From an optimization exercise on the open Yosys and OpenROAD flow, aimed at small area, a short achievable clock period and few clock cycles per item; shortcuts taken in it are not production practice. Function was checked by simulation only, so behaviour that the tests miss may differ from the original. Power is estimated from default activity; no workload was simulated.

File: flow/run.sh
#!/bin/bash
# Standard layout with plain buffers on the ports. Each step's full log
# stays in orfs/logs/; make's output goes to standard.log.
set -euo pipefail
bash standard.sh "BUFFER_PORTS_ARGS=-buffer_cell sky130_fd_sc_hd__buf_2" finish > standard.log 2>&1
File: standard.sh
#!/bin/bash
# synth_recipe.tcl (not shown) runs the flow's synth.tcl, then flattens the netlist and writes it again
# the make line also repeats each setting of config.mk as NAME=value (left out here)
make -C /OpenROAD-flow-scripts/flow DESIGN_CONFIG=/design/flow/config.mk WORK_HOME=/design/flow/orfs CLKGATE_MAP_FILE= SYNTH_SCRIPT=/design/flow/synth_recipe.tcl "${@:-finish}"
File: config.mk
export PLATFORM = sky130hd
export DESIGN_NAME = source_line_tokenizer_core
export DESIGN_NICKNAME = source_line_tokenizer_core
export VERILOG_FILES = /design/flow/design.v
export SDC_FILE = /design/flow/constraint.sdc
export NUM_CORES = 4
export LEC_CHECK = 0
export ABC_AREA = 1
export CAP_MARGIN = 20
export CORE_MARGIN = 2
export CORE_UTILIZATION = 60
export GPL_TIMING_DRIVEN = 0
export PLACE_DENSITY = 0.65
export SETUP_SLACK_MARGIN = 5
export SLEW_MARGIN = 20
export TNS_END_PERCENT = 5
File: design.v
`timescale 1ns / 1ps
module source_line_tokenizer_core (
    input  logic        i_clk,
    input  logic        i_rst_n,
    input  logic        i_in_valid,
    output logic        o_in_ready,
    input  logic [8:0]  i_in_data,
    output logic        o_out_valid,
    input  logic        i_out_ready,
    output logic [44:0] o_out_data
);
    localparam logic [1:0] K_LEXEME = 2'd0;
    localparam logic [1:0] K_DONE   = 2'd1;
    localparam logic [1:0] K_ERROR  = 2'd2;
    localparam logic [3:0] TT_IDENT  = 4'd0;
    localparam logic [3:0] TT_INT    = 4'd1;
    localparam logic [3:0] TT_FLOAT  = 4'd2;
    localparam logic [3:0] TT_STRING = 4'd3;
    localparam logic [3:0] TT_OP     = 4'd4;
    localparam logic [3:0] TT_LBRACE = 4'd5;
    localparam logic [3:0] TT_RBRACE = 4'd6;
    localparam logic [3:0] TT_LPAREN = 4'd7;
    localparam logic [3:0] TT_RPAREN = 4'd8;
    localparam logic [3:0] TT_SEMI   = 4'd9;
    localparam logic [1:0] E_BAD_NUMBER = 2'd0;
    localparam logic [1:0] E_BAD_ESCAPE = 2'd1;
    localparam logic [1:0] E_UNCLOSED   = 2'd2;
    localparam logic [1:0] E_UNEXPECTED = 2'd3;
    localparam logic [3:0] M_IDLE    = 4'd0;
    localparam logic [3:0] M_IDENT   = 4'd1;
    localparam logic [3:0] M_NUMBER  = 4'd2;
    localparam logic [3:0] M_NEG     = 4'd3;
    localparam logic [3:0] M_DBL     = 4'd4;
    localparam logic [3:0] M_STRING  = 4'd5;
    localparam logic [3:0] M_ESCAPE  = 4'd6;
    localparam logic [3:0] M_COMMENT = 4'd7;
    localparam logic [3:0] M_ERROR   = 4'd8;
    localparam logic [3:0] M_CLOSEOP = 4'd9;    
    logic [8:0]  r_h, r_s;
    logic        r_hv, r_se;      
    logic [3:0]  r_mode, n_mode;
    logic [15:0] r_line;
    logic [11:0] r_col, r_tstart;
    logic        r_pline;      
    logic [1:0]  r_dots, n_dots;
    logic        r_lastdot, n_lastdot;
    logic        r_ov;
    logic [1:0]  r_kind;
    logic [3:0]  r_type;
    logic [7:0]  r_byte;
    logic [1:0]  r_err;
    logic        r_last;
    logic [11:0] r_ocol;
    logic [7:0]  c;
    logic        act;
    logic        is_space, is_letter, is_digit, close_consume;
    logic        go, free, triv, take, consume, rv, csel, ts_load, nl;
    logic [1:0]  kind, err;
    logic [3:0]  ty;
    logic [7:0]  byt;
    assign c   = r_h[7:0];
    assign act = r_h[8];
    assign is_space  = (c == 8'd32) || (c == 8'd9) || (c == 8'd12) || (c == 8'd11) || (c == 8'd13);
    assign is_letter = (c >= 8'h61 && c <= 8'h7A) || (c >= 8'h41 && c <= 8'h5A) || (c == 8'h5F);
    assign is_digit  = (c >= 8'h30) && (c <= 8'h39);
    assign close_consume = is_space || (c == 8'h23) || (c == 8'h22);
    assign o_in_ready  = r_se;
    assign take        = i_in_valid && r_se;
    assign o_out_valid = r_ov;
    assign o_out_data  = {r_kind, r_type, r_byte, r_line, r_ocol, r_err, r_last};
    assign free = !r_ov || i_out_ready;
    assign triv = (act && !r_pline && (r_mode == M_IDLE || r_mode == M_COMMENT)) ||
                  (!act && ((r_mode == M_COMMENT) ||
                            (r_mode == M_IDLE && (is_space || c == 8'h23 || c == 8'h22)) ||
                            (r_mode == M_STRING && c == 8'h5C)));
    assign go = r_hv && ((r_mode == M_ERROR) || free || triv);
    always_comb begin
        n_mode    = r_mode;
        n_dots    = r_dots;
        n_lastdot = r_lastdot;
        rv        = 1'b0;
        kind      = K_LEXEME;
        ty        = TT_IDENT;
        byt       = 8'd0;
        err       = 2'd0;
        csel      = 1'b0;
        consume   = 1'b1;
        ts_load   = 1'b0;
        nl        = 1'b0;
        if (act) begin
            nl = 1'b1;
            n_mode = M_IDLE;
            csel = 1'b1;
            case (r_mode)
                M_IDENT: begin
                    rv = 1'b1; kind = K_DONE; ty = TT_IDENT;
                end
                M_NUMBER: begin
                    rv = 1'b1;
                    if (r_lastdot || r_dots == 2'd2) begin
                        kind = K_ERROR; err = E_BAD_NUMBER; n_mode = M_ERROR; nl = 1'b0;
                    end else begin
                        kind = K_DONE; ty = (r_dots == 2'd1) ? TT_FLOAT : TT_INT;
                    end
                end
                M_NEG, M_DBL, M_CLOSEOP: begin
                    rv = 1'b1; kind = K_DONE; ty = TT_OP;
                end
                M_STRING, M_ESCAPE: begin
                    rv = 1'b1; kind = K_ERROR; err = E_UNCLOSED; n_mode = M_ERROR; nl = 1'b0;
                end
                M_ERROR: begin
                    n_mode = M_ERROR; nl = 1'b0;
                end
                default: begin
                end
            endcase
        end else begin
            case (r_mode)
                M_IDENT, M_NUMBER, M_NEG, M_DBL: begin
                    if (r_mode == M_IDENT && (is_letter || is_digit)) begin
                        rv = 1'b1; ty = TT_IDENT; byt = c;
                    end else if ((r_mode == M_NUMBER || r_mode == M_NEG) && is_digit) begin
                        rv = 1'b1; ty = TT_INT; byt = c;
                        n_mode = M_NUMBER;
                        n_lastdot = 1'b0;
                        if (r_mode == M_NEG) n_dots = 2'd0;
                    end else if (r_mode == M_NUMBER && c == 8'h2E) begin
                        rv = 1'b1; ty = TT_INT; byt = c;
                        if (r_dots != 2'd2) n_dots = r_dots + 2'd1;
                        n_lastdot = 1'b1;
                    end else if (r_mode == M_DBL && c == 8'h3D) begin
                        rv = 1'b1; ty = TT_OP; byt = c;
                        n_mode = M_CLOSEOP; consume = 1'b0;
                    end else begin
                        rv = 1'b1; csel = 1'b1; kind = K_DONE;
                        n_mode = (c == 8'h23) ? M_COMMENT : (c == 8'h22) ? M_STRING : M_IDLE;
                        ts_load = (c == 8'h22);
                        consume = close_consume;
                        if (r_mode == M_IDENT) begin
                            ty = TT_IDENT;
                        end else if (r_mode == M_NUMBER) begin
                            if (r_lastdot || r_dots == 2'd2) begin
                                kind = K_ERROR; err = E_BAD_NUMBER; n_mode = M_ERROR;
                                consume = 1'b1;
                            end else begin
                                ty = (r_dots == 2'd1) ? TT_FLOAT : TT_INT;
                            end
                        end else begin
                            ty = TT_OP;
                        end
                    end
                end
                M_CLOSEOP: begin
                    rv = 1'b1; csel = 1'b1; kind = K_DONE; ty = TT_OP; n_mode = M_IDLE;
                end
                M_STRING: begin
                    if (c == 8'h22) begin
                        rv = 1'b1; csel = 1'b1; kind = K_DONE; ty = TT_STRING; n_mode = M_IDLE;
                    end else if (c == 8'h5C) begin
                        n_mode = M_ESCAPE;
                    end else begin
                        rv = 1'b1; ty = TT_STRING; byt = c;
                    end
                end
                M_ESCAPE: begin
                    rv = 1'b1; ty = TT_STRING; n_mode = M_STRING;
                    case (c)
                        8'h74:   byt = 8'd9;
                        8'h72:   byt = 8'd13;
                        8'h6E:   byt = 8'd10;
                        8'h22:   byt = 8'h22;
                        8'h30:   byt = 8'h00;
                        default: begin
                            kind = K_ERROR; ty = TT_IDENT; err = E_BAD_ESCAPE; n_mode = M_ERROR;
                        end
                    endcase
                end
                M_COMMENT, M_ERROR: begin
                end
                default: begin
                    ts_load = 1'b1;
                    byt = c;
                    if (is_space) begin
                    end else if (c == 8'h23) begin
                        n_mode = M_COMMENT;
                    end else if (c == 8'h7B) begin
                        rv = 1'b1; kind = K_DONE; ty = TT_LBRACE; byt = 8'd0;
                    end else if (c == 8'h7D) begin
                        rv = 1'b1; kind = K_DONE; ty = TT_RBRACE; byt = 8'd0;
                    end else if (c == 8'h28) begin
                        rv = 1'b1; kind = K_DONE; ty = TT_LPAREN; byt = 8'd0;
                    end else if (c == 8'h29) begin
                        rv = 1'b1; kind = K_DONE; ty = TT_RPAREN; byt = 8'd0;
                    end else if (c == 8'h3B) begin
                        rv = 1'b1; kind = K_DONE; ty = TT_SEMI; byt = 8'd0;
                    end else if (is_letter) begin
                        rv = 1'b1; ty = TT_IDENT; n_mode = M_IDENT;
                    end else if (is_digit) begin
                        rv = 1'b1; ty = TT_INT; n_mode = M_NUMBER;
                        n_dots = 2'd0; n_lastdot = 1'b0;
                    end else if (c == 8'h2D) begin
                        rv = 1'b1; ty = TT_OP; n_mode = M_NEG;
                    end else if (c == 8'h22) begin
                        n_mode = M_STRING;
                    end else if (c == 8'h3D || c == 8'h21) begin
                        rv = 1'b1; ty = TT_OP; n_mode = M_DBL;
                    end else if (c == 8'h2B || c == 8'h2A || c == 8'h2F) begin
                        rv = 1'b1; ty = TT_OP; n_mode = M_CLOSEOP; consume = 1'b0;
                    end else begin
                        rv = 1'b1; kind = K_ERROR; err = E_UNEXPECTED; byt = 8'd0;
                        n_mode = M_ERROR;
                    end
                end
            endcase
        end
    end
    always_ff @(posedge i_clk) begin
        if (!i_rst_n) begin
            r_hv      <= 1'b0;
            r_se      <= 1'b1;
            r_mode    <= M_IDLE;
            r_line    <= 16'd1;
            r_col     <= 12'd1;
            r_pline   <= 1'b0;
            r_ov      <= 1'b0;
        end else begin
            if (go && consume) begin
                r_hv <= !r_se || take;
                r_se <= 1'b1;
            end else if (take) begin
                r_hv <= 1'b1;
                r_se <= !r_hv;
            end
            if (go && r_mode != M_ERROR) begin
                r_mode  <= n_mode;
                if (consume && act && nl) r_pline <= 1'b1;
                else if (free) r_pline <= 1'b0;
                if (free && r_pline && r_line != 16'hFFFF) r_line <= r_line + 16'd1;
                if (consume) begin
                    if (act) r_col <= 12'd1;
                    else if (r_col != 12'hFFF) r_col <= r_col + 12'd1;
                end
            end
            if (go && r_mode != M_ERROR && rv) begin
                r_ov <= 1'b1;
            end else if (i_out_ready) begin
                r_ov <= 1'b0;
            end
        end
    end
    always_ff @(posedge i_clk) begin
        if (r_se) r_s <= i_in_data;
        if (!r_hv || (go && consume)) r_h <= r_se ? i_in_data : r_s;
    end
    always_ff @(posedge i_clk) begin
        if (go && r_mode != M_ERROR) begin
            r_dots    <= n_dots;
            r_lastdot <= n_lastdot;
            if (ts_load) r_tstart <= r_col;
        end
    end
    always_ff @(posedge i_clk) begin
        if (!r_ov || i_out_ready) begin
            r_kind <= kind;
            r_type <= ty;
            r_byte <= byt;
            r_err  <= err;
            r_last <= consume;
            r_ocol <= csel ? r_tstart : r_col;
        end
    end
endmodule
File: constraint.sdc
create_clock -name core_clock -period 7.5 [get_ports {i_clk}]
set_input_delay 1.5000 -clock core_clock [delete_from_list [all_inputs] [get_ports {i_clk}]]
set_output_delay 1.5000 -clock core_clock [all_outputs]
set_load 0.01 [all_outputs]
==> run summary, run 1 <==
GPL Wtd Cong=between 0.9 and 1; clock latency on the worst-skew pair=around 0.37 ns; worst r2r src=r_h[3]; f_max=between 300 and 400 MHz; power share of the clock group=0.210; Reg clk slew, reported paths=0.10 ns; CP arrival=a little over 1 ns; Worst path slowest cell=edfxtp_1; Max VDD drop=between 0.1 and 0.15 mV; Routed WL=14510 µm; Post-CTS Hold Fix Bufs=0; Via-to-Cell Ratio=between 5 and 6; sequential power share=0.454; commonest cells after routing, fill and taps aside=nand2_1, nor2_1, inv_1, buf_2, edfxtp_1; Routed Antenna Nets=0; Final Hold Viols=0; Slew Limit Fails=0; TNS Setup=0 ns; RSZ-0062 raised after global routing=yes; share of layout cells above drive strength 1=0.2095; Yosys warnings=1; clk sink count=approximately 100; average size of a mapped cell=7.631 µm²; FF+latch count, synth=98; skew final=about 0.016 ns; Int Pwr=0.9736 mW; largest net degree at the start of global routing=19; CTS Buf Count=9; Worst Max-Slew Pin Slew=between 0.6 and 0.7 ns; Port Buffers=between 50 and 60; WL/cell=16.03 µm; Worst R2R Setup Slack=between 5 and 6 ns; CTS Root Cell=clkbuf_8; Initial Util=0.6178; most common cell after layout, fill and taps aside=nand2_1; Slew headroom=0.5925; post-synth net total=723; antenna violations before repair=0; Synth Cell Area=approximately 5400 µm²; gr ovfl total=0; Critical path destination=o_out_data[0]; die width=98.76 µm; Async SR Flop Fraction=0; Switching Share=0.3713; Tcrit/Tclk final=0.3368; max-cap viol count=0; CTS HTree Levels=3; DP HPWL=~11000 µm; status=timing/DRC/antenna clean; Antenna Cells=0; Yosys cell types=between 40 and 50; Leak Pwr=~2.8 nW; Syn Inst Count=about 700; net switching power=roughly 0.57 mW; Comb power frac=0.337; DR iter-0 viols=469; die height=roughly 99 µm; worst r2r path cells=13; DRC=0; reg2reg end=r_tstart[4]; pwr dens=roughly 250 nW/µm²; worst path cell trace=buf_6, buf_6; Setup crit end kind=output port; Setup CP Type=reg -> out; Cell Rows=34; placeable core area=between 8000 and 9000 µm²; die footprint=just under 10000 µm²; overall routing resource usage=0.3012; CP startpoint=r_last; post-synthesis sequential area ratio=0.4626; min-delay worst type=reg -> reg; CP Max Fanout=1; main flop type after synthesis=edfxtp_1; fin nets=809; vias in the first global route=~4600; IO Pins=60; Setup violations, final=0; first-pass GRT wire length=23230 µm; Worst setup SP type=flop; Hold WS=around 0.46 ns; area grow syn2layout=16.58%; Initial DRT Pass Iterations=5; fillers=696; Post-synth EDFFs=53; Tmin final=around 2.5 ns; vias after detailed routing=between 5000 and 6000; worst path required time=~6 ns; CTS Buffer Depth=2; TritonCTS clock tree=done; CP max stage delay=~0.42 ns; Crit path top cell by count=buf_6
==> worst max-delay path, delay by kind of cell (launching register included) <==
kind | cells | cell delay [ns]
DFF | 1 | 0.42
buffers and inverters | 2 | 0.25
==> cells in the mapped netlist, types with 3 or more instances <==
master	count	area, µm²
nand2_1	179	671.9
nor3_1	16	80.08
xor2_1	8	70.07
inv_1	74	277.8
nor3b_1	3	22.52
ha_1	4	50.05
buf_6	3	33.78
o21ai_0	31	155.2
edfxtp_1	53	1592
inv_2	9	33.78
nor4_1	7	43.79
o21ai_1	4	20.02
or2_2	3	18.77
nand2_2	10	62.56
a21oi_1	38	190.2
nand3_1	46	230.2
a31oi_1	6	37.54
nand4_1	20	125.1
mux2_4	4	60.06
nand3_2	3	30.03
nor2_1	91	341.6
nor2_2	8	50.05
buf_4	3	22.52
dfxtp_1	45	900.9
clkbuf_1	11	41.29
==> logic make-up (layout without fill, tap and decap cells) <==
family | count (synthesis) | in the layout | share of synthesized area
adder cells (fa/ha/maj) | 4 | 4 | 0.009290
flip-flops | 98 | 98 | 0.4626
buffers and inverters | 105 | 196 | 0.07989
XOR/XNOR | 10 | 10 | 0.01626
AO/OA/AOI/OAI | 92 | 92 | 0.09592
multiplexers | 4 | 4 | 0.01115
AND/OR/NAND/NOR | 393 | 393 | 0.3249
==> flip-flops by register name (all words and copies together) (netlist names), 2 cells and up <==
signal,count
r_h,9
r_dots,2
r_kind,2
r_byte,8
r_err,2
r_type,4
r_col,12
r_mode,4
r_tstart,12
r_line,16
r_ocol,12
r_s,9
==> cell type report <==
type                    instances  area, µm²  area share
inverters                      85      326.6     0.05199
clock inverters                 7      61.31    0.009761
plain buffers                  20      133.9     0.02131
repair buffers                 74      429.2     0.06833
multi-input cells             503       2570      0.4092
well taps                     108      135.1     0.02151
repair inverters                1      7.507    0.001195
clock buffers                   9      123.9     0.01972
flip-flops and latches         98       2494      0.3970
==> stage by stage <==
stage	setup WS, ns	util	std cells	total power [mW]	instance area (µm²)
finish	4.974	0.7202	905	1.549	6281
floorplan	4.631	-	706	1.038	5453
CTS	4.845	0.6990	891	1.516	6096
global route	4.922	0.7202	905	1.635	6281
detailed placement	4.187	0.6740	872	1.192	5878
global placement	4.247	0.6740	872	1.175	5878
==> routing by layer <==
metal | wire length [µm] | global-route usage
met1 | 6640 | 0.4446
met2 | 6443 | 0.4610
met3 | 1159 | 0.05532
met4 | 261 | 0.07692
met5 | 0 | 0
==> worst min path at each step <==
stage	start	slack [ns]	end	depth (start not counted)
after floorplan	r_s[0]	0.41	r_s[0]	2
after global placement	r_s[8]	0.42	r_s[8]	2
after detailed placement	r_s[0]	0.43	r_s[0]	2
after CTS	r_s[3]	0.46	r_s[3]	2
after global routing	r_s[3]	0.48	r_s[3]	2
final	r_s[3]	0.46	r_s[3]	2
==> repair_timing <==
action                     in CTS  in global routing
pin swaps                       1                  4
cloned                          1                  0
resized for setup               0                 26
setup buffers                   2                 14
setup endpoints to repair      54                 85
==> power groups by stage <==
stage | Combinational, mW | Clock (mW) | Sequential, mW
floorplan | 0.302 | 0 | 0.737
global placement | 0.464 | 0 | 0.712
detailed placement | 0.474 | 0 | 0.718
CTS | 0.481 | 0.329 | 0.706
global route | 0.575 | 0.350 | 0.710
finish | 0.522 | 0.325 | 0.702
Testbench counts, summed over its fixed seeds: cycles 36,118, items 32,063.
==> run 2: changes to the inputs <==
--- a/config.mk
+++ b/config.mk
@@ -10,7 +10,7 @@
 export CORE_MARGIN = 2
 export CORE_UTILIZATION = 60
 export GPL_TIMING_DRIVEN = 0
-export PLACE_DENSITY = 0.65
+export PLACE_DENSITY = 0.8
 export SETUP_SLACK_MARGIN = 5
 export SLEW_MARGIN = 20
 export TNS_END_PERCENT = 5
==> run summary, run 2 <==
status=timing/DRC/antenna clean; Post-synth EDFFs=53 (unchanged); CTS Root Cell=clkbuf_8; Reg clk slew, reported paths=0.10 ns (about the same); main flop type after synthesis=edfxtp_1; worst path required time=6.00 ns (about the same); fin util=0.7191 (-0.001148); max reg flops=16 (unchanged); overall routing resource usage=0.2933 (-0.007913); min-delay worst type=reg -> reg; fin nets=810 (+0.12%); antenna violations before repair=0 (unchanged); Final Hold Viols=0 (unchanged); share of layout cells above drive strength 1=0.2055 (-0.004022); clk sink count=98 (unchanged); power share of the clock group=0.211 (about the same); Top reg by flops=r_line; Async SR Flop Fraction=0 (unchanged); TNS Setup=0 ns (unchanged); vias after detailed routing=5202 (+1.0%); Comb power frac=0.337 (about the same); average size of a mapped cell=7.631 µm² (unchanged); RSZ-0062 raised after global routing=yes; first-pass GRT wire length=22840 µm (-1.7%); Slew Limit Fails=0 (unchanged); Routed Antenna Nets=0 (unchanged); CTS Buffer Depth=2 (unchanged); WL/cell=15.74 µm (-1.8%); Yosys cell types=45 (unchanged); Setup CP Type=reg -> out; pwr dens=246.5 nW/µm² (about the same); Worst Max-Slew Pin Slew=0.6056 ns (-0.005653 ns); CP Max Fanout=1 (unchanged); TritonCTS clock tree=done; Slew headroom=0.5962 (+0.003768); net switching power=0.5762 mW (+0.22%); GPL Wtd Cong=1.068 (+11%); Yosys warnings=1 (unchanged); skew final=0.01302 ns (-0.002507 ns); Switching Share=0.3728 (+0.001495); DR iter-0 viols=626 (+33%); cell accounting for the most synthesized area=edfxtp_1; Synth Cell Area=5388 µm² (unchanged); most common cell after layout, fill and taps aside=nand2_1; IO Pins=60 (unchanged); fillers=703 (+1.0%); Worst setup SP type=flop; largest net degree at the start of global routing=19 (unchanged); Routed WL=14260 µm (-1.7%); Cell Rows=34 (unchanged); Port Buffers=58 (unchanged); Max VDD drop=0.1712 mV (+16%); f_max=395.5 MHz (-0.10%); Tmin final=2.529 ns (+0.002630 ns); Setup violations, final=0 (unchanged); DRC=0 (unchanged); Int Pwr=0.9694 mW (-0.42%); most instantiated library cell after synthesis=nand2_1; Tcrit/Tclk final=0.3372 (+0.0003507); post-synthesis sequential area ratio=0.4626 (unchanged); Setup crit end kind=output port; CP arrival=1.03 ns (about the same); max-cap viol count=0 (unchanged); placeable core area=8721 µm² (unchanged); DP HPWL=10470 µm (-4.2%); Worst R2R Setup Slack=5.04 ns (about the same); CTS Buf Count=9 (unchanged); Leak Pwr=2.767 nW (+0.12%); sequential power share=0.453 (about the same); post-synth net total=723 (unchanged); post-synth top area share=0.2954 (unchanged); vias in the first global route=4570 (-1.6%); commonest cells after routing, fill and taps aside=nand2_1, nor2_1, inv_1, buf_2, edfxtp_1; CTS HTree Levels=3 (unchanged); clock latency on the worst-skew pair=0.38 ns (about the same); Syn Inst Count=706 (unchanged); Initial Util=0.6178 (unchanged); Via-to-Cell Ratio=5.742 (+0.90%); die width=98.76 µm (unchanged); Antenna Cells=0 (unchanged); Synth top cells by count=nand2_1, nor2_1, inv_1, edfxtp_1, nand3_1; Initial DRT Pass Iterations=5 (unchanged); area grow syn2layout=16.40%; die height=98.76 µm (unchanged); Post-CTS Hold Fix Bufs=0 (unchanged); die footprint=9754 µm² (unchanged); Pwr Total=1.546 mW (-0.19%); gr ovfl total=0 (unchanged); FF+latch count, synth=98 (unchanged); top post-synthesis cells by area=edfxtp_1, dfxtp_1, nand2_1
==> run 2: cell count changes in the layout (fill, tap and decap cells not counted), sizes merged <==
cell      before  now
clkinv         6    4
clkbuf        20   21
clkinvlp       3    4
inv           84   85
==> run 2: final timing paths <==
| check | start | end | cells past startpoint |
|---|---|---|---|
| hold reg to reg | r_s[0] | r_s[0] | 2 |
| setup / recovery | r_last | o_out_data[0] | 2 |
| setup reg to reg | r_mode[0] | r_byte[6] | 13 |
| hold / removal | r_s[0] | r_s[0] | 2 |
==> run 2: final cells by class <==
cell class                 instances  area, µm²  share of cell area
clock inverter                     7      61.31            0.009777
timing repair buffer              75      430.4             0.06864
inverter                          85      322.8             0.05148
clock buffer                       9      123.9             0.01975
multi-input combinational        503       2566              0.4092
timing repair inverter             1      7.507            0.001197
buffer                            20      130.1             0.02075
sequential                        98       2494              0.3976
tap                              108      135.1             0.02155
==> run 2: power groups by stage <==
| stage | Clock, mW | Combinational (mW) | Sequential, mW |
|---|---|---|---|
| finish | 0.326 | 0.520 | 0.700 |
| global route | 0.350 | 0.569 | 0.708 |
| CTS | 0.332 | 0.479 | 0.704 |
| detailed placement | 0 | 0.472 | 0.716 |
| global placement | 0 | 0.465 | 0.711 |
| floorplan | 0 | 0.302 | 0.737 |
==> run 2: timing repair <==
action / in CTS / in global routing
gates cloned: 1 / 0
pin swaps: 1 / 4
endpoints found under the setup margin: 42 / 84
gates resized for setup: 0 / 19
setup buffers: 2 / 15
==> run 2: through the flow <==
stage	area, µm²	hold slack, ns	setup slack [ns]	instances
global route	6271	0.4669	4.906	906
finish	6271	0.4534	4.971	906
global placement	5878	0.4242	4.229	872
CTS	6096	0.4533	4.835	891
floorplan	5453	0.4117	4.631	706
detailed placement	5878	0.4302	4.092	872
==> run 2: cell families after synthesis <==
| kind of cell | after synthesis | share of synthesized area |
|---|---|---|
| AO/OA/AOI/OAI | 92 | 0.09592 |
| XOR/XNOR | 10 | 0.01626 |
| adder cells (fa/ha/maj) | 4 | 0.009290 |
| buffers and inverters | 105 | 0.07989 |
| flip-flops | 98 | 0.4626 |
| multiplexers | 4 | 0.01115 |
| AND/OR/NAND/NOR | 393 | 0.3249 |
==> run 2: worst max-delay path, cell delays in order (launching register included) <==
cell and delay (ns):
edfxtp_1 0.39, buf_4 0.14, buf_2 0.13
==> run 2: per-layer routing <==
metal  vias to the layer above  wire length (µm)  GRT usage
li1                       2512                 -          -
met1                      2373              6517     0.4452
met2                       286              6164     0.4309
met3                        31              1317    0.05603
met4                         0               258    0.08008
met5                         -                 0          0
==> run 3: changes to the inputs <==
--- a/config.mk
+++ b/config.mk
@@ -8,9 +8,9 @@
 export ABC_AREA = 1
 export CAP_MARGIN = 20
 export CORE_MARGIN = 2
-export CORE_UTILIZATION = 60
+export CORE_UTILIZATION = 65
 export GPL_TIMING_DRIVEN = 0
-export PLACE_DENSITY = 0.8
+export PLACE_DENSITY = 0.75
 export SETUP_SLACK_MARGIN = 5
 export SLEW_MARGIN = 20
 export TNS_END_PERCENT = 5
==> run summary, run 3 <==
met1 Use GR=0.4714 (+0.02622); DR iter-0 viols=627 (+0.16%); Worst R2R Setup Slack=5.04 ns (about the same); Leak Pwr=2.795 nW (+1.0%); Routed Antenna Nets=0 (unchanged); die width=95.04 µm (-3.8%); Place WS=4.102 ns (+0.01011 ns); Worst setup SP type=flop; post-synth net total=723 (unchanged); max reg flops=16 (unchanged); Yosys cell types=45 (unchanged); Reg clk slew, reported paths=0.09 ns (about the same); Antenna Cells=0 (unchanged); Initial Util=0.6624 (+0.04457); CP delay by family, top=flip-flops; Worst Slack Setup Final=4.993 ns (+0.02215 ns); M2 GR Usage=0.5414 (+0.1105); Worst Max-Slew Pin Slew=0.6145 ns (+0.008820 ns); Setup CP Type=reg -> out; pwr dens=247.8 nW/µm² (+0.56%); Setup crit end kind=output port; CTS Buf Count=9 (unchanged); min-delay worst type=reg -> reg; average size of a mapped cell=7.631 µm² (unchanged); Post-synth EDFFs=53 (unchanged); WL/cell=17.01 µm (+8.1%); FF+latch count, synth=98 (unchanged); Most Crowded Layer GR=met2; RSZ-0062 raised after global routing=yes; Initial DRT Pass Iterations=19 (+14); skew final=0.01037 ns (-0.002642 ns); Synth Cell Area=5388 µm² (unchanged); CP arrival=1.01 ns (-0.02 ns); status=timing/DRC/antenna clean; Port Buffers=58 (unchanged); CTS HTree Levels=3 (unchanged); IO Pins=60 (unchanged); fillers=530 (-25%); Synth top cells by count=nand2_1, nor2_1, inv_1, edfxtp_1, nand3_1; main flop type after synthesis=edfxtp_1; cell accounting for the most synthesized area=edfxtp_1; gr ovfl total=0 (unchanged); TritonCTS clock tree=done; CP bufs+invs=2 (unchanged); Syn Inst Count=706 (unchanged); share of layout cells above drive strength 1=0.2250 (+0.01949); post-synth top area share=0.2954 (unchanged); Via-to-Cell Ratio=6.007 (+4.6%); post-synthesis sequential area ratio=0.4626 (unchanged); Max VDD drop=0.1599 mV (-6.6%); Yosys warnings=1 (unchanged); CTS Root Cell=clkbuf_8; die footprint=9033 µm² (-7.4%); Tcrit/Tclk final=0.3342 (-0.002953); met3 usage=0.06561 (+0.009584); commonest cells after routing, fill and taps aside=nand2_1, nor2_1, inv_1, buf_2, edfxtp_1; TNS Setup=0 ns (unchanged); most common cell after layout, fill and taps aside=nand2_1; DP HPWL=11110 µm (+6.0%); cell count after placement=869 (-0.34%); clock latency on the worst-skew pair=0.37 ns (about the same); first-pass GRT wire length=23680 µm (+3.7%); fin nets=812 (+0.25%); CTS Buffer Depth=2 (unchanged); Tmin final=2.507 ns (-0.02215 ns); Setup violations, final=0 (unchanged); max-cap viol count=0 (unchanged); f_max=399.0 MHz (+0.88%); antenna violations before repair=0 (unchanged); DRC=0 (unchanged); overall routing resource usage=0.3440 (+0.05070); clk sink count=98 (unchanged); Async SR Flop Fraction=0 (unchanged); area grow syn2layout=17.19%; Final Hold Viols=0 (unchanged); top post-synthesis cells by area=edfxtp_1, dfxtp_1, nand2_1; Post-CTS Hold Fix Bufs=0 (unchanged); Worst path slowest cell=edfxtp_1; Cell Rows=33 (-2.9%); die height=95.04 µm (-3.8%); CP Max Fanout=1 (unchanged); vias in the first global route=4897 (+7.2%); GPL Wtd Cong=0.9832 (-7.9%); CP max stage delay=0.39 ns (about the same); worst path required time=6.00 ns (about the same); Top reg by flops=r_line; most instantiated library cell after synthesis=nand2_1; Slew Limit Fails=0 (unchanged); final non-filler cell total=905 (-0.11%); Slew headroom=0.5904 (-0.005880); worst path cell trace=buf_4, buf_6; vias after detailed routing=5436 (+4.5%); placeable core area=8134 µm² (-6.7%); largest net degree at the start of global routing=19 (unchanged); Routed WL=15400 µm (+8.0%)
## run 3: timing repair
| item | 4_1_cts | 5_1_grt |
|---|---|---|
| endpoints found under the setup margin | 54 | 86 |
| gates resized for setup | 0 | 38 |
| pin swaps | 1 | 4 |
| cloned | 1 | 0 |
| setup buffers | 3 | 16 |
## run 3: layout make-up
type / instances / area [µm²] / area share
tap: 105 / 131.4 / 0.02081
buffer: 20 / 131.4 / 0.02081
clock buffer: 9 / 123.9 / 0.01962
clock inverter: 7 / 61.31 / 0.009711
inverter: 85 / 326.6 / 0.05172
sequential: 98 / 2494 / 0.3950
timing repair buffer: 77 / 442.9 / 0.07015
multi-input combinational: 503 / 2595 / 0.4110
timing repair inverter: 1 / 7.507 / 0.001189
## run 3: worst min-delay path, stage by stage, from the launching register on
cell and delay (ns):
dfxtp_1 0.32, nand2_1 0.05, nand2_1 0.06
## run 3: logic make-up (layout without fill, tap and decap cells)
group,after synthesis,after routing,share of synthesized area
AND/OR/NAND/NOR,393,393,0.3249
flip-flops,98,98,0.4626
multiplexers,4,4,0.01115
adder cells (fa/ha/maj),4,4,0.009290
XOR/XNOR,10,10,0.01626
AO/OA/AOI/OAI,92,92,0.09592
buffers and inverters,105,199,0.07989
## run 3: metal layers
layer	up-vias	wire, µm
li1	2529	-
met1	2461	6236
met2	391	7028
met3	55	1705
met4	0	425
met5	-	0
## run 3: final timing paths
check	to	from	cells after the start
worst max-delay path	o_out_data[0]	r_last	2
worst min register to register	r_s[0]	r_s[0]	2
worst max register to register	r_ocol[11]	r_h[3]	12
worst min-delay path	r_s[0]	r_s[0]	2
## run 3: power breakdown
part	internal, mW	leakage [nW]	switching [mW]
combinational	0.181	1.78	0.355
sequential	0.664	0.918	0.0387
clock	0.127	0.0948	0.198
total	0.972	2.79	0.593
## run 3: metrics by stage
stage / power, mW / util / hold WS, ns / instance area, µm²
6_report: 1.565 / 0.7762 / 0.4523 / 6314
5_1_grt: 1.641 / 0.7762 / 0.4851 / 6314
4_1_cts: 1.513 / 0.7483 / 0.4526 / 6087
3_5_place_dp: 1.194 / 0.7222 / 0.4297 / 5874
3_3_place_gp: 1.171 / 0.7222 / 0.4223 / 5874
2_1_floorplan: 1.038 / - / 0.4117 / 5453
==> run 4: changes to the inputs <==
--- a/config.mk
+++ b/config.mk
@@ -6,11 +6,11 @@
 export NUM_CORES = 4
 export LEC_CHECK = 0
 export ABC_AREA = 1
-export CAP_MARGIN = 20
+export CAP_MARGIN = 10
 export CORE_MARGIN = 2
-export CORE_UTILIZATION = 65
+export CORE_UTILIZATION = 60
 export GPL_TIMING_DRIVEN = 0
-export PLACE_DENSITY = 0.75
+export PLACE_DENSITY = 0.72
 export SETUP_SLACK_MARGIN = 5
-export SLEW_MARGIN = 20
+export SLEW_MARGIN = 10
 export TNS_END_PERCENT = 5
==> run summary, run 4 <==
status=timing/DRC/antenna clean; Antenna Cells=0 (unchanged); max reg flops=16 (unchanged); largest family of logic cells by synthesized area=simple AND/OR/NAND/NOR gates; main flop type after synthesis=edfxtp_1; final non-filler cell total=898 (-0.77%); Hold Path Origin=r_s[4]; CP delay by family, top=flip-flops; antenna violations before repair=0 (unchanged); Worst setup SP type=flop; worst path cell trace=buf_4, buf_2; CTS HTree Levels=3 (unchanged); Final Hold Viols=0 (unchanged); average size of a mapped cell=7.631 µm² (unchanged); Slew headroom=0.5290 (-0.06131); post-synthesis sequential area ratio=0.4626 (unchanged); adder-cell share of the synthesized area=0.009289 (unchanged); most instantiated library cell after synthesis=nand2_1; f_max=402.6 MHz (+0.91%); Syn Inst Count=706 (unchanged); CP max stage delay=0.37 ns (-0.02 ns); Tcrit/Tclk final=0.3312 (-0.003000); worst r2r src=r_mode[0]; Via-to-Cell Ratio=5.722 (-4.7%); Post-Synth Simple-Gate Area=0.3249 (unchanged); pwr dens=245.6 nW/µm² (-0.91%); Initial Util=0.6178 (-0.04457); Setup crit end kind=output port; Initial DRT Pass Iterations=6 (-13); Routed Antenna Nets=0 (unchanged); fin nets=802 (-1.2%); post-synth net total=723 (unchanged); TNS Setup=0 ns (unchanged); first-pass GRT wire length=22960 µm (-3.0%); Slew Limit Fails=0 (unchanged); Tmin final=2.484 ns (-0.02250 ns); TritonCTS clock tree=done; commonest cells after routing, fill and taps aside=nand2_1, nor2_1, inv_1, buf_2, edfxtp_1; area of the multi-input gates=2595 µm² (unchanged); Port Buffers=58 (unchanged); clk sink count=98 (unchanged); CP Max Fanout=1 (unchanged); register area=2494 µm² (unchanged); GPL Wtd Cong=0.9968 (+1.4%); cell accounting for the most synthesized area=edfxtp_1; DP HPWL=10720 µm (-3.5%); mux share of post-synthesis cell area=0.01115 (unchanged); Synth top cells by count=nand2_1, nor2_1, inv_1, edfxtp_1, nand3_1; Reg clk slew, reported paths=0.10 ns (about the same); cell count after placement=872 (+0.35%); vias in the first global route=4649 (-5.1%); DP Area=5878 µm² (about the same); largest net degree at the start of global routing=19 (unchanged); min-delay worst type=reg -> reg; placeable core area=8721 µm² (+7.2%); Post-CTS Hold Fix Bufs=0 (unchanged); fillers=680 (+28%); Max VDD drop=0.1285 mV (-20%); vias after detailed routing=5138 (-5.5%); Worst Max-Slew Pin Slew=0.7064 ns (+0.09197 ns); Synth Cell Area=5388 µm² (unchanged); die width=98.76 µm (+3.9%); Cell Rows=34 (+3.0%); Setup violations, final=0 (unchanged); Post-synth EDFFs=53 (unchanged); CP bufs+invs=2 (unchanged); Setup CP Type=reg -> out; Yosys cell types=45 (unchanged); Leak Pwr=2.731 nW (-2.3%); Synth Area in Compound Gates=0.09591 (unchanged); WL/cell=15.83 µm (-7.0%); CP arrival=0.98 ns (-0.03 ns); CTS Buf Count=9 (unchanged); DRC=0 (unchanged); IO Pins=60 (unchanged); Top reg by flops=r_line; Hold WS=0.4519 ns (-0.0004540 ns); CP startpoint=r_last; post-synth top area share=0.2954 (unchanged); Worst path slowest cell=edfxtp_1; CTS Buffer Depth=2 (unchanged); clock latency on the worst-skew pair=0.36 ns (about the same); XOR/XNOR Fraction of Synth Area=0.01626 (unchanged); fin util=0.7142 (-0.06198); die height=98.76 µm (+3.9%); top post-synthesis cells by area=edfxtp_1, dfxtp_1, nand2_1; share of layout cells above drive strength 1=0.2089 (-0.01614); CTS Root Cell=clkbuf_8; skew final=0.01553 ns (+0.005158 ns); RSZ-0062 raised after global routing=yes; Routed WL=14210 µm (-7.7%); DR iter-0 viols=498 (-21%); most common cell after layout, fill and taps aside=nand2_1; FF+latch count, synth=98 (unchanged); gr ovfl total=0 (unchanged); worst path required time=6.00 ns (about the same); die footprint=9754 µm² (+8.0%); Yosys warnings=1 (unchanged); max-cap viol count=0 (unchanged); area grow syn2layout=15.61%; design area=6228 µm² (-1.3%); Async SR Flop Fraction=0 (unchanged); overall routing resource usage=0.2944 (-0.04962)
## run 4: final timing paths
path / end / slack [ns] / cells past startpoint
worst min register to register: r_s[4] / 0.45 / 2
worst min-delay path: r_s[4] / 0.45 / 2
worst max-delay path: o_out_data[0] / 5.02 / 2
worst max register to register: r_byte[6] / 5.05 / 12
## run 4: final cells by class
cell class	count	share of cell area
Clock inverter	6	0.007634
Timing Repair inverter	1	0.001205
Clock buffer	10	0.02049
Multi-Input combinational cell	503	0.4166
Sequential cell	98	0.4004
Buffer	20	0.02069
Timing Repair Buffer	67	0.05946
Inverter	85	0.05183
Tap cell	108	0.02170
## run 4: tightest hold or removal path: stages (launching register included)
cell	delay (ns)
dfxtp_1	0.32
nand2_1	0.04
nand2_1	0.06
## run 4: where the power goes
group / internal (mW) / switching (mW) / total (mW)
Combinational: 0.173 / 0.335 / 0.508
Sequential: 0.664 / 0.0386 / 0.702
Clock: 0.125 / 0.193 / 0.319
## run 4: metrics by stage
step                total power, mW  worst slack, ns
finish                        1.530            5.016
global route                  1.608            4.933
CTS                           1.502            4.840
detailed placement            1.186            4.156
global placement              1.173            4.227
floorplan                     1.038            4.631
## run 4: timing repair
action / 4_1_cts / 5_1_grt
endpoints found under the setup margin: 48 / 85
resized for setup: 0 / 28
pin swaps: 1 / 5
cloned: 1 / 0
hold endpoints to repair: 0 / 0
buffers inserted: 2 / 7
## run 4: cells by family after synthesis
group,count (synthesis)
and+or+nand+nor,393
xor gates and xnor gates,10
AOI/OAI and AO/OA,92
adders and majority gates,4
muxes,4
DFF,98
buffers and inverters,105
## run 4: metal layers
metal | global-route usage | routed length, µm | part of all wire
met5 | 0 | 0 | 0
met4 | 0.08641 | 277 | 0.019
met3 | 0.04823 | 1226 | 0.086
met2 | 0.4428 | 6182 | 0.44
met1 | 0.4404 | 6524 | 0.46
==> run 5: changes to the inputs <==
--- a/config.mk
+++ b/config.mk
@@ -6,11 +6,11 @@
 export NUM_CORES = 4
 export LEC_CHECK = 0
 export ABC_AREA = 1
-export CAP_MARGIN = 10
+export CAP_MARGIN = 20
 export CORE_MARGIN = 2
 export CORE_UTILIZATION = 60
 export GPL_TIMING_DRIVEN = 0
 export PLACE_DENSITY = 0.72
 export SETUP_SLACK_MARGIN = 5
-export SLEW_MARGIN = 10
+export SLEW_MARGIN = 20
 export TNS_END_PERCENT = 5
==> run summary, run 5 <==
main flop type after synthesis=edfxtp_1; status=timing/DRC/antenna clean; Yosys warnings=1 (unchanged); Final Hold Viols=0 (unchanged); Leak Pwr=2.731 nW (unchanged); met1 Use GR=0.4404 (unchanged); CP delay by family, top=flip-flops; GPL Wtd Cong=0.9968 (unchanged); Yosys cell types=45 (unchanged); fillers=680 (unchanged); worst r2r path cells=12 (unchanged); top post-synthesis cells by area=edfxtp_1, dfxtp_1, nand2_1; overall routing resource usage=0.2944 (unchanged); WHS Endpoint=r_s[4]; WHS Path Cells=2 (unchanged); CP max stage delay=0.37 ns (about the same); Synth top cells by count=nand2_1, nor2_1, inv_1, edfxtp_1, nand3_1; Slew Limit Fails=0 (unchanged); Tcrit/Tclk final=0.3312 (unchanged); most common cell after layout, fill and taps aside=nand2_1; M2 GR Usage=0.4428 (unchanged); Setup CP Type=reg -> out; Routed WL=14210 µm (unchanged); reg2reg end=r_byte[6]; antenna violations before repair=0 (unchanged); CP arrival=0.98 ns (about the same); design area=6228 µm² (unchanged); share of layout cells above drive strength 1=0.2089 (unchanged); FF+latch count, synth=98 (unchanged); post-synthesis sequential area ratio=0.4626 (unchanged); Syn Inst Count=706 (unchanged); Hold Path Origin=r_s[4]; Antenna Cells=0 (unchanged); die height=98.76 µm (unchanged); gr ovfl total=0 (unchanged); vias after detailed routing=5138 (unchanged); CTS Root Cell=clkbuf_8; die width=98.76 µm (unchanged); largest net degree at the start of global routing=19 (unchanged); TritonCTS clock tree=done; Slew headroom=0.5290 (unchanged); Tmin final=2.484 ns (unchanged); Place WS=4.156 ns (unchanged); fin nets=802 (unchanged); Post-CTS Hold Fix Bufs=0 (unchanged); clk sink count=98 (unchanged); clock latency on the worst-skew pair=0.36 ns (about the same); Routed Antenna Nets=0 (unchanged); max reg flops=16 (unchanged); Synth Cell Area=5388 µm² (unchanged); Worst R2R Setup Slack=5.05 ns (about the same); CP Max Fanout=1 (unchanged); DRC=0 (unchanged); Async SR Flop Fraction=0 (unchanged); max-cap viol count=0 (unchanged); post-synth net total=723 (unchanged); skew final=0.01553 ns (unchanged); Cell Rows=34 (unchanged); Initial Util=0.6178 (unchanged); Pwr Total=1.530 mW (unchanged); worst path cell trace=buf_4, buf_2; average size of a mapped cell=7.631 µm² (unchanged); RSZ-0062 raised after global routing=yes; min-delay worst type=reg -> reg; CTS HTree Levels=3 (unchanged); CTS Buffer Depth=2 (unchanged); Setup violations, final=0 (unchanged); WL/cell=15.83 µm (unchanged); area grow syn2layout=15.61% (unchanged); DP HPWL=10720 µm (unchanged); placeable core area=8721 µm² (unchanged); Max VDD drop=0.1285 mV (unchanged); TNS Setup=0 ns (unchanged); Initial DRT Pass Iterations=6 (unchanged); post-synth top area share=0.2954 (unchanged); met3 usage=0.04823 (unchanged); IO Pins=60 (unchanged); commonest cells after routing, fill and taps aside=nand2_1, nor2_1, inv_1, buf_2, edfxtp_1; pwr dens=245.6 nW/µm² (unchanged); Reg clk slew, reported paths=0.10 ns (about the same); Worst setup SP type=flop; cell accounting for the most synthesized area=edfxtp_1; Top reg by flops=r_line; DP Area=5878 µm² (unchanged); Post-synth EDFFs=53 (unchanged); Worst Max-Slew Pin Slew=0.7064 ns (unchanged); worst r2r src=r_mode[0]; Hold WS=0.4519 ns (unchanged); DR iter-0 viols=498 (unchanged); most instantiated library cell after synthesis=nand2_1; Port Buffers=58 (unchanged); worst path required time=6.00 ns (about the same); first-pass GRT wire length=22960 µm (unchanged); f_max=402.6 MHz (unchanged); Via-to-Cell Ratio=5.722 (unchanged); Most Crowded Layer GR=met2; vias in the first global route=4649 (unchanged); CTS Buf Count=9 (unchanged); CP bufs+invs=2 (unchanged); Setup crit end kind=output port; Worst Slack Setup Final=5.016 ns (unchanged); die footprint=9754 µm² (unchanged); Worst path slowest cell=edfxtp_1
==> run 5: cell counts in the layout (fill, tap and decap cells not counted) <==
No cell type changed its count.
==> run 5: kinds of logic (layout without fill, tap and decap cells) <==
logic type | count (synthesis) | in the layout | synth area share
flops | 98 | 98 | 0.4626
mux | 4 | 4 | 0.01115
simple gates | 393 | 393 | 0.3249
buf+inv | 105 | 189 | 0.07989
fa+ha+maj | 4 | 4 | 0.009290
compound gates | 92 | 92 | 0.09592
xor+xnor | 10 | 10 | 0.01626
==> run 5: metal layers <==
layer / part of all wire / up-vias
met5: 0 / -
met4: 0.019 / 0
met3: 0.086 / 25
met2: 0.44 / 253
met1: 0.46 / 2354
li1: - / 2506
==> run 5: worst max-delay path by stage <==
stage,depth (start not counted),slack [ns],startpoint,to
finish,2,5.02,r_last,o_out_data[0]
global route,12,4.93,r_h[3],r_mode[3]
CTS,12,4.84,r_h[2],r_tstart[7]
detailed placement,9,4.16,i_out_ready,r_line[13]
global placement,9,4.23,i_out_ready,r_line[14]
floorplan,8,4.63,i_out_ready,r_line[14]
==> run 5: layout make-up <==
type / instances / area, µm² / area share
multi-input cells: 503 / 2595 / 0.4166
flip-flops and latches: 98 / 2494 / 0.4004
repair buffers: 67 / 370.4 / 0.05946
inverters: 85 / 322.8 / 0.05183
well taps: 108 / 135.1 / 0.02170
plain buffers: 20 / 128.9 / 0.02069
clock buffers: 10 / 127.6 / 0.02049
clock inverters: 6 / 47.55 / 0.007634
repair inverters: 1 / 7.507 / 0.001205
==> run 5: per-stage QoR <==
stage,std cells,util
final,898,0.7142
after detailed placement,872,0.6740
after CTS,891,0.6978
after global routing,898,0.7142
after global placement,872,0.6740
after floorplan,706,-
==> run 5: worst reg2reg max path, cell delays in order (launching register included) <==
cell	delay [ns]
dfxtp_1	0.48
inv_2	0.11
nand2_1	0.25
nand2_1	0.13
inv_1	0.18
nand3_2	0.18
nor2_4	0.16
inv_1	0.10
nor2_1	0.16
a21oi_1	0.09
o21ai_1	0.20
or2_1	0.15
inv_1	0.04
==> run 5: repair_timing <==
action | 4_1_cts | 5_1_grt
pin swaps | 1 | 5
setup buffers | 2 | 7
resized for setup | 0 | 28
gates cloned | 1 | 0
setup endpoints to repair | 48 | 85
==> run 5: where the power goes <==
part	internal [mW]	leakage [nW]	switching, mW
Combinational	0.173	1.72	0.335
Clock	0.125	0.0895	0.193
Sequential	0.664	0.918	0.0386
Total	0.963	2.73	0.567
==> run 6: changes to the inputs <==
--- a/config.mk
+++ b/config.mk
@@ -11,6 +11,6 @@
 export CORE_UTILIZATION = 60
 export GPL_TIMING_DRIVEN = 0
 export PLACE_DENSITY = 0.72
-export SETUP_SLACK_MARGIN = 5
+export SETUP_SLACK_MARGIN = 4.9
 export SLEW_MARGIN = 20
 export TNS_END_PERCENT = 5
==> run summary, run 6 <==
status=timing/DRC/antenna clean; CP startpoint=i_out_ready; Tmin final=2.575 ns (+0.09060 ns); min-delay worst type=reg -> reg; Worst setup SP type=input port; die footprint=9754 µm² (unchanged); Cell Rows=34 (unchanged); Initial Util=0.6178 (unchanged); Synth top cells by count=nand2_1, nor2_1, inv_1, edfxtp_1, nand3_1; fin nets=802 (unchanged); Leak Pwr=2.726 nW (-0.19%); Worst path slowest cell=nor2_1; Top reg by flops=r_line; CTS Root Cell=clkbuf_8; worst path required time=7.81 ns (+1.81 ns); DP HPWL=10620 µm (-0.88%); DRC=0 (unchanged); FF+latch count, synth=98 (unchanged); Synth Cell Area=5388 µm² (unchanged); f_max=388.4 MHz (-3.5%); gr ovfl total=0 (unchanged); Pwr Total=1.576 mW (+3.0%); CP arrival=2.89 ns (+1.91 ns); Tcrit/Tclk final=0.3433 (+0.01208); Syn Inst Count=706 (unchanged); clk sink count=98 (unchanged); die width=98.76 µm (unchanged); commonest cells after routing, fill and taps aside=nand2_1, nor2_1, inv_1, buf_2, edfxtp_1; IO Pins=60 (unchanged); worst path cell trace=buf_2, nor2_4, nand2_1, nor2_1, a21oi_4, buf_4, nand3_2, buf_4, nand2_1, a21oi_1; design area=6203 µm² (-0.40%); CP Max Fanout=10 (+9); RSZ-0062 raised after global routing=yes; Async SR Flop Fraction=0 (unchanged); top post-synthesis cells by area=edfxtp_1, dfxtp_1, nand2_1; skew final=0.009601 ns (-0.005929 ns); vias in the first global route=4766 (+2.5%); main flop type after synthesis=edfxtp_1; Post-synth EDFFs=53 (unchanged); WL/cell=15.85 µm (+0.17%); Worst Max-Slew Pin Slew=0.6799 ns (-0.02656 ns); share of layout cells above drive strength 1=0.1911 (-0.01772); Slew headroom=0.5468 (+0.01771); CTS Buf Count=9 (unchanged); DR iter-0 viols=449 (-9.8%); GPL Wtd Cong=1.014 (+1.7%); clock latency on the worst-skew pair=0.38 ns (+0.02 ns); vias after detailed routing=5138 (unchanged); pwr dens=254.1 nW/µm² (+3.5%); cell accounting for the most synthesized area=edfxtp_1; largest net degree at the start of global routing=20 (+1); Slew Limit Fails=0 (unchanged); reg2reg end=r_ocol[0]; post-synth top area share=0.2954 (unchanged); Reg clk slew, reported paths=0.11 ns (about the same); most instantiated library cell after synthesis=nand2_1; WHS Path Cells=2 (unchanged); Final Hold Viols=0 (unchanged); Port Buffers=58 (unchanged); max reg flops=16 (unchanged); Initial DRT Pass Iterations=5 (-1); Yosys cell types=45 (unchanged); worst r2r path cells=11 (-1); post-synth net total=723 (unchanged); TNS Setup=0 ns (unchanged); Routed WL=14240 µm (+0.17%); Setup CP Type=in -> reg; Max VDD drop=0.1470 mV (+14%); Antenna Cells=0 (unchanged); antenna violations before repair=0 (unchanged); Critical path destination=r_col[8]; Worst R2R Setup Slack=4.93 ns (-0.12 ns); CTS HTree Levels=3 (unchanged); CTS Buffer Depth=2 (unchanged); Setup crit end kind=flop; average size of a mapped cell=7.631 µm² (unchanged); worst r2r src=r_h[3]; DP Area=5876 µm² (about the same); overall routing resource usage=0.2978 (+0.003401); CP max stage delay=0.24 ns (-0.13 ns); die height=98.76 µm (unchanged); max-cap viol count=0 (unchanged); most common cell after layout, fill and taps aside=nand2_1; placeable core area=8721 µm² (unchanged); TritonCTS clock tree=done; Routed Antenna Nets=0 (unchanged); Yosys warnings=1 (unchanged); area grow syn2layout=15.14%; Via-to-Cell Ratio=5.722 (unchanged); first-pass GRT wire length=23200 µm (+1.0%); Setup violations, final=0 (unchanged); post-synthesis sequential area ratio=0.4626 (unchanged)
-- run 6: area by class of cell --
cell class | instances | area (µm²)
plain buffers | 20 | 127.6
fillers | 699 | 2517
repair inverters | 1 | 7.507
well taps | 108 | 135.1
clock buffers | 9 | 123.9
repair buffers | 67 | 370.4
flip-flops and latches | 98 | 2492
clock inverters | 7 | 93.84
multi-input cells | 503 | 2530
inverters | 85 | 322.8
-- run 6: what timing repair did --
item	4_1_cts	5_1_grt
pin swaps	1	2
setup endpoints to repair	38	68
setup buffers	2	7
gates resized for setup	0	8
hold buffers	0	0
cloned	1	0
-- run 6: worst min path at each step --
stage,from,to,slack (ns)
final,r_s[7],r_s[7],0.46
after global routing,r_s[0],r_s[0],0.48
after CTS,r_s[2],r_s[2],0.46
after detailed placement,r_s[0],r_s[0],0.44
after global placement,r_s[6],r_s[6],0.42
after floorplan,r_s[0],r_s[0],0.41
-- run 6: per-stage QoR --
stage                     worst slack, ns  utilization  hold WS (ns)  cells
after global routing                4.812       0.7113        0.4823    898
after floorplan                     4.631            -        0.4117    706
after CTS                           4.836       0.7024        0.4607    891
after global placement              4.221       0.6737        0.4244    872
final                               4.925       0.7113        0.4575    898
after detailed placement            4.163       0.6737        0.4362    872
-- run 6: kinds of logic (layout without fill, tap and decap cells) --
logic type,after synthesis,in the layout,synth area share
and+or+nand+nor,393,393,0.3249
adders and majority gates,4,4,0.009290
xor gates and xnor gates,10,10,0.01626
DFF,98,98,0.4626
muxes,4,4,0.01115
AOI/OAI and AO/OA,92,92,0.09592
buffers and inverters,105,189,0.07989
-- run 6: worst max-delay path: cells and delay by family --
family / cells / cell delay, ns
simple gates: 5 / 0.69
buf+inv: 3 / 0.46
compound gates: 2 / 0.23
-- run 6: power by group --
group	internal [mW]	switching, mW
Sequential	0.663	0.0360
Combinational	0.170	0.332
Clock	0.163	0.211
-- run 6: per-layer routing --
metal / GRT usage / part of all wire / up-vias
met5: 0 / 0 / -
li1: - / - / 2502
met3: 0.05390 / 0.086 / 24
met4: 0.1054 / 0.018 / 0
met2: 0.4522 / 0.44 / 254
met1: 0.4307 / 0.46 / 2358
==> run 7: changes to the inputs <==
--- a/config.mk
+++ b/config.mk
@@ -9,8 +9,9 @@
 export CAP_MARGIN = 20
 export CORE_MARGIN = 2
 export CORE_UTILIZATION = 60
+export CTS_BUF_LIST = sky130_fd_sc_hd__clkbuf_16
 export GPL_TIMING_DRIVEN = 0
 export PLACE_DENSITY = 0.72
-export SETUP_SLACK_MARGIN = 4.9
+export SETUP_SLACK_MARGIN = 5
 export SLEW_MARGIN = 20
 export TNS_END_PERCENT = 5
==> run summary, run 7 <==
WHS Endpoint=r_s[4]; RSZ-0062 raised after global routing=yes; fin nets=810 (+1.0%); Setup crit end kind=flop; max-cap viol count=0 (unchanged); Setup violations, final=0 (unchanged); Top reg by flops=r_line; Routed Antenna Nets=0 (unchanged); worst path required time=7.57 ns (-0.24 ns); cell accounting for the most synthesized area=edfxtp_1; reg2reg end=r_hv; Tcrit/Tclk final=0.3345 (-0.008823); Worst setup SP type=input port; CP arrival=2.58 ns (-0.31 ns); post-synth top area share=0.2954 (unchanged); f_max=398.7 MHz (+2.6%); CTS Root Cell=clkbuf_16; Hold Path Origin=r_s[4]; post-synth net total=723 (unchanged); Tmin final=2.508 ns (-0.06617 ns); adder-cell share of the synthesized area=0.009289 (unchanged); post-synthesis sequential area ratio=0.4626 (unchanged); Leak Pwr=2.845 nW (+4.3%); Post-CTS Hold Fix Bufs=0 (unchanged); Yosys warnings=1 (unchanged); Antenna Cells=0 (unchanged); Initial DRT Pass Iterations=5 (unchanged); main flop type after synthesis=edfxtp_1; CP Max Fanout=6 (-4); Place WS=4.156 ns (-0.006580 ns); clk sink count=98 (unchanged); XOR/XNOR Fraction of Synth Area=0.01626 (unchanged); Reg clk slew, reported paths=0.07 ns (-0.04 ns); Slew headroom=0.5222 (-0.02459); share of layout cells above drive strength 1=0.2231 (+0.03192); pwr dens=259.7 nW/µm² (+2.2%); Max VDD drop=0.1402 mV (-4.6%); gr ovfl total=0 (unchanged); design area=6426 µm² (+3.6%); TritonCTS clock tree=done; fillers=653 (-6.6%); skew final=0.007491 ns (-0.002111 ns); DRC=0 (unchanged); worst r2r path cells=12 (+1); status=timing/DRC/antenna clean; DP Area=5878 µm² (about the same); Port Buffers=58 (unchanged); Worst R2R Setup Slack=5.00 ns (+0.07 ns); CTS Buffer Depth=2 (unchanged); WL/cell=16.45 µm (+3.8%); DR iter-0 viols=567 (+26%); most common cell after layout, fill and taps aside=nand2_1; average size of a mapped cell=7.631 µm² (unchanged); clock latency on the worst-skew pair=0.35 ns (-0.03 ns); Worst Slack Setup Final=4.992 ns (+0.06617 ns); worst r2r src=r_h[3]; largest net degree at the start of global routing=19 (-5.0%); Initial Util=0.6178 (unchanged); Cell Rows=34 (unchanged); overall routing resource usage=0.3021 (+0.004275); min-delay worst type=reg -> reg; cell count after placement=872 (unchanged); Post-synth EDFFs=53 (unchanged); CTS HTree Levels=3 (unchanged); IO Pins=60 (unchanged); max reg flops=16 (unchanged); Setup CP Type=in -> reg; mux share of post-synthesis cell area=0.01115 (unchanged); vias in the first global route=4705 (-1.3%); commonest cells after routing, fill and taps aside=nand2_1, nor2_1, inv_1, buf_2, edfxtp_1; antenna violations before repair=0 (unchanged); area grow syn2layout=19.28%; Synth top cells by count=nand2_1, nor2_1, inv_1, edfxtp_1, nand3_1; Async SR Flop Fraction=0 (unchanged); vias after detailed routing=5287 (+2.9%); Post-Synth Simple-Gate Area=0.3249 (unchanged); FF+latch count, synth=98 (unchanged); most instantiated library cell after synthesis=nand2_1; Syn Inst Count=706 (unchanged); DP HPWL=10720 µm (+0.88%); final non-filler cell total=906 (+0.89%); Slew Limit Fails=0 (unchanged); Via-to-Cell Ratio=5.836 (+2.0%); placeable core area=8721 µm² (unchanged); Final Hold Viols=0 (unchanged); Synth Area in Compound Gates=0.09591 (unchanged); Yosys cell types=45 (unchanged); largest family of logic cells by synthesized area=simple AND/OR/NAND/NOR gates; die height=98.76 µm (unchanged); WHS Path Cells=2 (unchanged); die footprint=9754 µm² (unchanged); Routed WL=14910 µm (+4.7%); Synth Cell Area=5388 µm² (unchanged); TNS Setup=0 ns (unchanged); die width=98.76 µm (unchanged); first-pass GRT wire length=23320 µm (+0.51%); Worst Max-Slew Pin Slew=0.7168 ns (+0.03689 ns); GPL Wtd Cong=0.9968 (-1.7%); CTS Buf Count=9 (unchanged); top post-synthesis cells by area=edfxtp_1, dfxtp_1, nand2_1
## run 7: cell counts after synthesis
Identical to the previous run, type by type.
## run 7: layer usage
| metal | vias up | global-route usage | wire length, µm |
|---|---|---|---|
| li1 | 2516 | - | - |
| met1 | 2436 | 0.4483 | 6767 |
| met2 | 299 | 0.4532 | 6603 |
| met3 | 36 | 0.04043 | 1208 |
| met4 | 0 | 0.1128 | 326 |
| met5 | - | 0 | 0 |
## run 7: critical path: stages
cell and delay (ns):
buf_2 0.10, nor2_4 0.05, nand2_2 0.08, nor2_4 0.06, a21oi_4 0.20, nand2_2 0.12
nor4_4 0.14, buf_4 0.18, clkbuf_16 0.15
## run 7: metrics by stage
step                      total power, mW  hold WS [ns]  utilization
after floorplan                     1.038        0.4117            -
after global placement              1.173        0.4232       0.6740
after detailed placement            1.186        0.4281       0.6740
after CTS                           1.622        0.4448       0.7095
after global routing                1.746        0.4617       0.7369
final                               1.669        0.4466       0.7369
## run 7: area by class of cell
class                           instances  area, µm²  share of cell area
Buffer                                 20      131.4             0.02044
Clock buffer                            9      225.2             0.03505
Clock inverter                          7      51.30            0.007983
Inverter                               85      322.8             0.05023
Multi-Input combinational cell        503       2613              0.4065
Sequential cell                        98       2492              0.3879
Tap cell                              108      135.1             0.02103
Timing Repair Buffer                   75      447.9             0.06970
Timing Repair inverter                  1      7.507            0.001168
## run 7: worst max path at each step
stage / start / to / slack (ns) / cells after the start
6_report: i_out_ready / r_tstart[6] / 4.99 / 9
5_1_grt: r_col[0] / r_col[8] / 4.88 / 10
4_1_cts: r_h[2] / r_tstart[7] / 4.84 / 12
3_5_place_dp: i_out_ready / r_line[13] / 4.16 / 9
3_3_place_gp: i_out_ready / r_line[14] / 4.23 / 9
2_1_floorplan: i_out_ready / r_line[14] / 4.63 / 8
## run 7: cell families after synthesis
| family | after synthesis |
|---|---|
| flip-flops | 98 |
| adder cells (fa/ha/maj) | 4 |
| multiplexers | 4 |
| XOR/XNOR | 10 |
| AND/OR/NAND/NOR | 393 |
| buffers and inverters | 105 |
| AO/OA/AOI/OAI | 92 |
## run 7: what timing repair did
| item | 4_1_cts | 5_1_grt |
|---|---|---|
| gates cloned | 1 | 1 |
| pin swaps | 1 | 6 |
| resized for setup | 0 | 40 |
| setup endpoints to repair | 51 | 84 |
| setup buffers | 2 | 14 |
## run 7: power by group
part	leakage [nW]	switching, mW	internal (mW)
Clock	0.140	0.209	0.228
Combinational	1.79	0.348	0.182
Sequential	0.919	0.0376	0.664
Total	2.84	0.594	1.07
==> run 8: changes to the inputs <==
==> flow/run.sh (replaced) <==
#!/bin/bash
# Standard layout with plain buffers on the ports. Each step's full log
# stays in orfs/logs/; make's output goes to standard.log.
set -euo pipefail
bash standard.sh SETUP_SLACK_MARGIN=5.15 "BUFFER_PORTS_ARGS=-buffer_cell sky130_fd_sc_hd__buf_2" finish > standard.log 2>&1
--- a/config.mk
+++ b/config.mk
@@ -9,8 +9,6 @@
 export CAP_MARGIN = 20
 export CORE_MARGIN = 2
 export CORE_UTILIZATION = 60
-export CTS_BUF_LIST = sky130_fd_sc_hd__clkbuf_16
-export GPL_TIMING_DRIVEN = 0
 export PLACE_DENSITY = 0.72
 export SETUP_SLACK_MARGIN = 5
 export SLEW_MARGIN = 20
==> run summary, run 8 <==
Worst R2R Setup Slack=5.11 ns (+0.11 ns); Port Buffers=59 (+1.7%); Worst Max-Slew Pin Slew=0.4287 ns (-0.2881 ns); Routed WL=14750 µm (-1.1%); Tmin final=2.437 ns (-0.07158 ns); commonest cells after routing, fill and taps aside=nand2_1, nor2_1, inv_1, buf_2, edfxtp_1; IO Pins=60 (unchanged); Worst path slowest cell=a21oi_4; CP Max Fanout=5 (-1); Routed Antenna Nets=0 (unchanged); worst path required time=7.61 ns (+0.04 ns); Top reg by flops=r_line; Post-synth EDFFs=53 (unchanged); cell accounting for the most synthesized area=edfxtp_1; vias after detailed routing=5282 (-0.095%); area grow syn2layout=24.06%; overall routing resource usage=0.2803 (-0.02181); DRC=0 (unchanged); Tcrit/Tclk final=0.3249 (-0.009544); reg2reg end=r_tstart[5]; met3 usage=0.03901 (-0.001418); worst r2r src=r_h[3]; Post-CTS Hold Fix Bufs=0 (unchanged); Worst setup SP type=input port; Leak Pwr=2.970 nW (+4.4%); placeable core area=8721 µm² (unchanged); gr ovfl total=0 (unchanged); Hold Path Origin=r_s[4]; Max VDD drop=0.1520 mV (+8.4%); worst path cell trace=buf_8, nor2_4, nand2_2, nor2_4, a21oi_4, nand2_2, nor4_4, buf_4, clkbuf_16; RSZ-0062 raised after global routing=yes; Setup crit end kind=flop; DP HPWL=9734 µm (-9.2%); min-delay worst type=reg -> reg; CP delay by family, top=simple AND/OR/NAND/NOR gates; Reg clk slew, reported paths=0.11 ns (+0.04 ns); die height=98.76 µm (unchanged); Final Hold Viols=0 (unchanged); TritonCTS clock tree=done; CTS Root Cell=clkbuf_8; clk sink count=98 (unchanged); main flop type after synthesis=edfxtp_1; CP bufs+invs=3 (unchanged); WL/cell=15.96 µm (-3.0%); CTS HTree Levels=3 (unchanged); antenna violations before repair=0 (unchanged); DR iter-0 viols=539 (-4.9%); clock latency on the worst-skew pair=0.37 ns (+0.02 ns); max-cap viol count=0 (unchanged); CP max stage delay=0.23 ns (+0.03 ns); largest net degree at the start of global routing=35 (+16); CP arrival=2.55 ns (-0.03 ns); pwr dens=243.2 nW/µm² (-6.3%); skew final=0.01595 ns (+0.008455 ns); average size of a mapped cell=7.631 µm² (unchanged); Slew Limit Fails=0 (unchanged); TNS Setup=0 ns (unchanged); f_max=410.4 MHz (+2.9%); met1 Use GR=0.4390 (-0.009313); GPL Wtd Cong=0.9947 (-0.21%); Antenna Cells=0 (unchanged); M2 GR Usage=0.4090 (-0.04418); Place WS=3.870 ns (-0.2867 ns); Synth top cells by count=nand2_1, nor2_1, inv_1, edfxtp_1, nand3_1; Yosys cell types=45 (unchanged); Syn Inst Count=706 (unchanged); Slew headroom=0.7116 (+0.1894); CTS Buffer Depth=2 (unchanged); post-synth top area share=0.2954 (unchanged); vias in the first global route=4432 (-5.8%); Worst Slack Setup Final=5.063 ns (+0.07158 ns); max reg flops=16 (unchanged); worst r2r path cells=13 (+1); first-pass GRT wire length=21940 µm (-5.9%); post-synthesis sequential area ratio=0.4626 (unchanged); Setup CP Type=in -> reg; most instantiated library cell after synthesis=nand2_1; most common cell after layout, fill and taps aside=nand2_1; WHS Endpoint=r_s[4]; Cell Rows=34 (unchanged); die width=98.76 µm (unchanged); Yosys warnings=1 (unchanged); top post-synthesis cells by area=edfxtp_1, dfxtp_1, nand2_1; Synth Cell Area=5388 µm² (unchanged); status=timing/DRC/antenna clean; Initial DRT Pass Iterations=5 (unchanged); Most Crowded Layer GR=met1; fin nets=828 (+2.2%); die footprint=9754 µm² (unchanged); share of layout cells above drive strength 1=0.2880 (+0.06493); Async SR Flop Fraction=0 (unchanged); CTS Buf Count=9 (unchanged); WHS Path Cells=2 (unchanged); Setup violations, final=0 (unchanged); FF+latch count, synth=98 (unchanged); Stages on worst setup path=9 (unchanged); Via-to-Cell Ratio=5.716 (-2.0%); Initial Util=0.6178 (unchanged); post-synth net total=723 (unchanged)
==> run 8: cell counts after synthesis <==
No cell type changed its count.
==> run 8: cell families after synthesis <==
logic type,count (synthesis),synth area share
xor+xnor,10,0.01626
buf+inv,105,0.07989
simple gates,393,0.3249
mux,4,0.01115
flops,98,0.4626
fa+ha+maj,4,0.009290
compound gates,92,0.09592
==> run 8: metal layers <==
layer  wire length [µm]  vias up
met5                  0        -
met4                319        0
met3               1166       37
met2               6690      269
met1               6574     2414
li1                   -     2562
==> run 8: final cells by class <==
type,count,area [µm²]
inverter,85,327.8
multi-input combinational,506,2759
sequential,98,2512
timing repair buffer,110,737.0
fill,656,2037
clock inverter,7,81.33
clock buffer,9,123.9
timing repair inverter,1,7.507
tap,108,135.1
==> run 8: how the worst max path moves through the flow <==
stage	start	to	slack, ns
CTS	r_h[2]	r_tstart[11]	4.97
floorplan	i_out_ready	r_line[14]	4.63
global route	r_h[3]	r_tstart[5]	4.96
finish	i_out_ready	r_tstart[5]	5.06
detailed placement	i_out_ready	r_line[8]	3.87
global placement	i_out_ready	r_line[8]	4.02
==> run 8: worst reg2reg max path, stage by stage, from the launching register on <==
cell,delay (ns)
edfxtp_1,0.51
nor2_4,0.19
inv_1,0.09
nor2_4,0.15
nand2_2,0.11
nand3_2,0.10
nand2_1,0.05
nand2_1,0.07
nand2_2,0.07
a21oi_4,0.21
nand2_2,0.11
nor4_4,0.13
buf_4,0.19
clkbuf_16,0.14
==> run 8: timing repair <==
item | CTS | global route
gates cloned | 1 | 4
endpoints found under the setup margin | 157 | 132
resized for setup | 8 | 80
pin swaps | 3 | 17
setup buffers | 16 | 32
==> run 8: metrics by stage <==
| stage | total power [mW] | std cells | hold slack [ns] | utilization | cell area, µm² |
|---|---|---|---|---|---|
| 2_1_floorplan | 1.038 | 706 | 0.4117 | - | 5453 |
| 5_1_grt | 1.701 | 924 | 0.4712 | 0.7664 | 6684 |
| 3_3_place_gp | 1.147 | 855 | 0.4247 | 0.6617 | 5771 |
| 6_report | 1.626 | 924 | 0.4577 | 0.7664 | 6684 |
| 4_1_cts | 1.521 | 888 | 0.4571 | 0.7040 | 6140 |
| 3_5_place_dp | 1.157 | 855 | 0.4317 | 0.6617 | 5771 |
==> run 8: power breakdown <==
group	internal [mW]	switching [mW]	leakage (nW)
sequential	0.664	0.0377	0.923
combinational	0.213	0.367	1.94
clock	0.133	0.212	0.103
